What follows belongs to an exercise in optimizing a design on an open flow for small area, a short achievable clock period and few clock cycles per item; a production flow would make more cautious choices.
The RTL was checked by simulation tests, not by an equivalence proof against the original design.

== run A ==
// sudoku_top
module sudoku_top (
    input  logic       clk,
    input  logic       rst,
    output logic       rom_rd_o,
    output logic [6:0] rom_addr_o,
    input  logic [7:0] rom_data_i,
    output logic       ram_ce_o,
    output logic       ram_we_n_o,
    output logic [6:0] ram_addr_o,
    output logic [7:0] ram_data_o,
    output logic       done_o
);
Size in the first run: ~11000 cells after synthesis, about 36 I/O pins.
Settings: LEC_CHECK=0, CAP_MARGIN=20, CELL_PAD_IN_SITES_DETAIL_PLACEMENT=1, CELL_PAD_IN_SITES_GLOBAL_PLACEMENT=2, CORE_MARGIN=2, CORE_UTILIZATION=20, PLACE_DENSITY=0.3, SETUP_SLACK_MARGIN=0.3, SLEW_MARGIN=20; clock period 12.5 ns.
run.sh (not shown) runs the stock make flow with config.mk's settings and CLKGATE_MAP_FILE= SYNTH_SCRIPT=/design/flow/synth_recipe.tcl, a recipe that flattens the netlist after the stock synthesis.
Testbench counts of run A, summed over its fixed seeds: cycles 24,549, puzzles 128.
Input changes introduced in run B (baseline for comparison: run A):
--- a/flow/design.v
+++ b/flow/design.v
@@ -39,28 +39,32 @@
     endfunction
     logic          start_q, load_q, solve_q, done_q;
     logic [1:0]    ph_q;                     
     logic [6:0]    cnt_q;
     logic [8:0]    lrow_q, lcol_q;           
     logic [80:0]   rm_q, cm_q, bm_q;         
     logic [80:0]   filled_q;
-    logic [SD*11-1:0] stk_q;                 
+    logic [10:0]   top_q;                    
+    logic [(SD-1)*11-1:0] stk_q;             
+    logic [5:0]    sp_q;                     
+    logic [5:0]    rp_q;                     
     logic          bt_q;                     
     logic          pend_q;                   
     logic [10:0]   pend_ent_q;
     logic          wr_q;
     logic [6:0]    wa_q;
     logic [3:0]    wd_q;
     logic [N-1:0]  q_single_q;               
     logic [80:0]   q_buq_q;                  
-    logic          q_dead_q;
+    logic [8:0]    q_dead_q;                 
     logic [6:0]    p_idx_q, p2_idx_q;        
     logic [8:0]    p_row_q, p_col_q, p_box_q;
     logic [8:0]    p2_row_q, p2_col_q, p2_box_q;
     logic          p_ok2_q;                  
+    logic          p_dead_q;
     logic [N*9-1:0] cand;
     logic [N-1:0]   empty, dead_cell, one;
     always_comb begin
         for (int i = 0; i < N; i++) begin
             logic [8:0] c;
             logic [2:0] a3, t3;
             empty[i] = ~filled_q[i];
@@ -102,28 +106,32 @@
                 t1 = rt_two[(((k/3)*3+1)*3 + k%3)*9+d];
                 t2 = rt_two[(((k/3)*3+2)*3 + k%3)*9+d];
                 b_none[k*9+d] = ~(a0 | a1 | a2);
                 b_two[k*9+d]  = t0 | t1 | t2 | (a0 & a1) | (a0 & a2) | (a1 & a2);
             end
         end
     end
-    logic dead;
-    assign dead = |dead_cell | |(r_none & ~rm_q) | |(b_none & ~bm_q);
+    logic [8:0] dead_part;
+    always_comb begin
+        for (int k = 0; k < 9; k++)
+            dead_part[k] = |dead_cell[k*9 +: 9] | |(r_none[k*9 +: 9] & ~rm_q[k*9 +: 9])
+                         | |(b_none[k*9 +: 9] & ~bm_q[k*9 +: 9]);
+    end
     logic [80:0]  b_uq;
     logic [N-1:0] single;
     assign b_uq = ~b_two;
     always_comb begin
         for (int i = 0; i < N; i++) begin
             single[i] = one[i] | |(cand[i*9 +: 9] & b_uq[cb(i)*9 +: 9]);
         end
     end
     always_ff @(posedge clk) begin
         q_single_q <= single;
         q_buq_q    <= b_uq;
-        q_dead_q   <= dead;
+        q_dead_q   <= dead_part;
     end
     function automatic logic [33:0] lowest_cell(input logic [N-1:0] v);
         logic [8:0] rany, rseen, row, col, box;
         logic [6:0] idx;
         logic [N-1:0] f;
         for (int r = 0; r < 9; r++) rany[r] = |v[r*9 +: 9];
         rseen[0] = 1'b0;
@@ -185,21 +193,22 @@
     assign ls = highest_cell(q_single_q);    
     assign f1 = any_single ? fs : fe;
     assign ok2 = any_single & ~(|(fs[26:18] & ls[26:18]) | |(fs[17:9] & ls[17:9]) | |(fs[8:0] & ls[8:0]));
     always_ff @(posedge clk) begin
         {p_idx_q, p_row_q, p_col_q, p_box_q}     <= f1;
         {p2_idx_q, p2_row_q, p2_col_q, p2_box_q} <= ls;
         p_ok2_q <= ok2;
+        p_dead_q <= |q_dead_q;
     end
     logic [6:0]   tcell;
     logic [3:0]   tdig;
     logic [8:0]   t_row, t_col, t_box, t_old_oh, t_above, t_used, t_vec, t_new_oh;
     logic [3:0]   t_new;
-    assign tcell = stk_q[10:4];
-    assign tdig  = stk_q[3:0];
+    assign tcell = top_q[10:4];
+    assign tdig  = top_q[3:0];
     always_comb begin
         t_row = '0;
         t_col = '0;
         t_box = '0;
         for (int i = 0; i < N; i++) begin
             t_row[cr(i)] = t_row[cr(i)] | (tcell == 7'(i));
             t_col[cc(i)] = t_col[cc(i)] | (tcell == 7'(i));
@@ -229,15 +238,15 @@
         t_old_oh_q <= t_old_oh;
         t_new_oh_q <= t_new_oh;
         t_new_q    <= t_new;
         t_retry_q  <= |t_vec;
     end
     logic       upd, do_place, do_place2, do_bt, retry;
     assign upd       = solve_q & (ph_q == 2'd2);
-    assign do_bt     = upd & (q_dead_q | bt_q);
+    assign do_bt     = upd & (p_dead_q | bt_q);
     assign do_place  = upd & ~do_bt;
     assign do_place2 = do_place & p_ok2_q;
     assign retry     = t_retry_q;
     logic [8:0]   h_used, h_uq, h_cand, h_hs, h_vec, h_oh;
     logic [3:0]   h_dig;
     logic [N-1:0] p_first, t_first;
     always_comb begin
@@ -342,21 +351,36 @@
         end else if (do_place) begin
             filled_q <= filled_q | p_first | (p2_first & {N{p_ok2_q}});
         end else if (do_bt && !retry) begin
             filled_q <= filled_q & ~t_first;
         end
     end
     always_ff @(posedge clk) begin
+        for (int e = 0; e < SD - 1; e++) begin
+            if ((do_place || pend_q) && sp_q == 6'(e)) stk_q[e*11 +: 11] <= top_q;
+        end
         if (do_place) begin
-            stk_q <= {stk_q[(SD-1)*11-1:0], p_idx_q, h_dig};
+            top_q <= {p_idx_q, h_dig};
         end else if (pend_q) begin
-            stk_q <= {stk_q[(SD-1)*11-1:0], pend_ent_q};
+            top_q <= pend_ent_q;
         end else if (do_bt) begin
-            if (retry) stk_q[3:0] <= t_new_q;
-            else       stk_q <= {11'd0, stk_q[SD*11-1:11]};
+            if (retry) top_q[3:0] <= t_new_q;
+            else       top_q <= stk_q[rp_q*11 +: 11];
+        end
+    end
+    always_ff @(posedge clk or posedge rst) begin
+        if (rst) begin
+            sp_q <= '0;
+            rp_q <= '1;
+        end else if (do_place || pend_q) begin
+            sp_q <= sp_q + 6'd1;
+            rp_q <= sp_q;
+        end else if (do_bt && !retry) begin
+            sp_q <= rp_q;
+            rp_q <= rp_q - 6'd1;
         end
     end
     always_ff @(posedge clk or posedge rst) begin
         if (rst) begin
             start_q    <= 1'b1;
             load_q     <= 1'b0;
             solve_q    <= 1'b0;
Notes after the runs:
To summarise run B: no stage aborted, but the layout did not pass its checks, failing on antenna rules.
Delta(wire length of the first global-routing pass, run B - run A) < 0
Routed wire length on run B is ahead of run A.
Summary: with run A as the reference, area after synthesis in run B moved down slightly.
Cmp run A and run B / critical path depth / lower: run A
sky130_fd_sc_hd__nor2_1 as the most common cell after layout, fill and taps aside was reported by run B, and sky130_fd_sc_hd__buf_4 by run A.
Compare run A and run B | worst hold slack lower: run B
Run B ends up with higher fmax than run A does.
Max final area across run A and run B: run A
Testbench counts of run B, summed over its fixed seeds: cycles 24,549, puzzles 128.

static timing again, ports no longer ideal:
The results above use ideal ports. As a check the final layouts listed here were re-extracted and re-timed, cells and wires unchanged.
Step 1 assumes that a clkbuf_16 drives the clock port and a buf_2 every other input.
Step 2, shift: input delay + t, output delay - t, t = (earliest + latest rising clock arrival at the registers) / 2. This alone moves slack from input paths to output paths.
Three values: ideal ports, drivers, drivers and shift; two values: the first two.
| run | t, ns | setup WS [ns] | worst register clock-pin slew, ns | pins driven straight from the clock port |
|---|---|---|---|---|
| run A | 1.071 | 5.826 / 5.826 / 5.826 | 0.07 / 0.07 | 1 |
| run B | 1.040 | 6.262 / 6.262 / 6.262 | 0.10 / 0.10 | 1 |
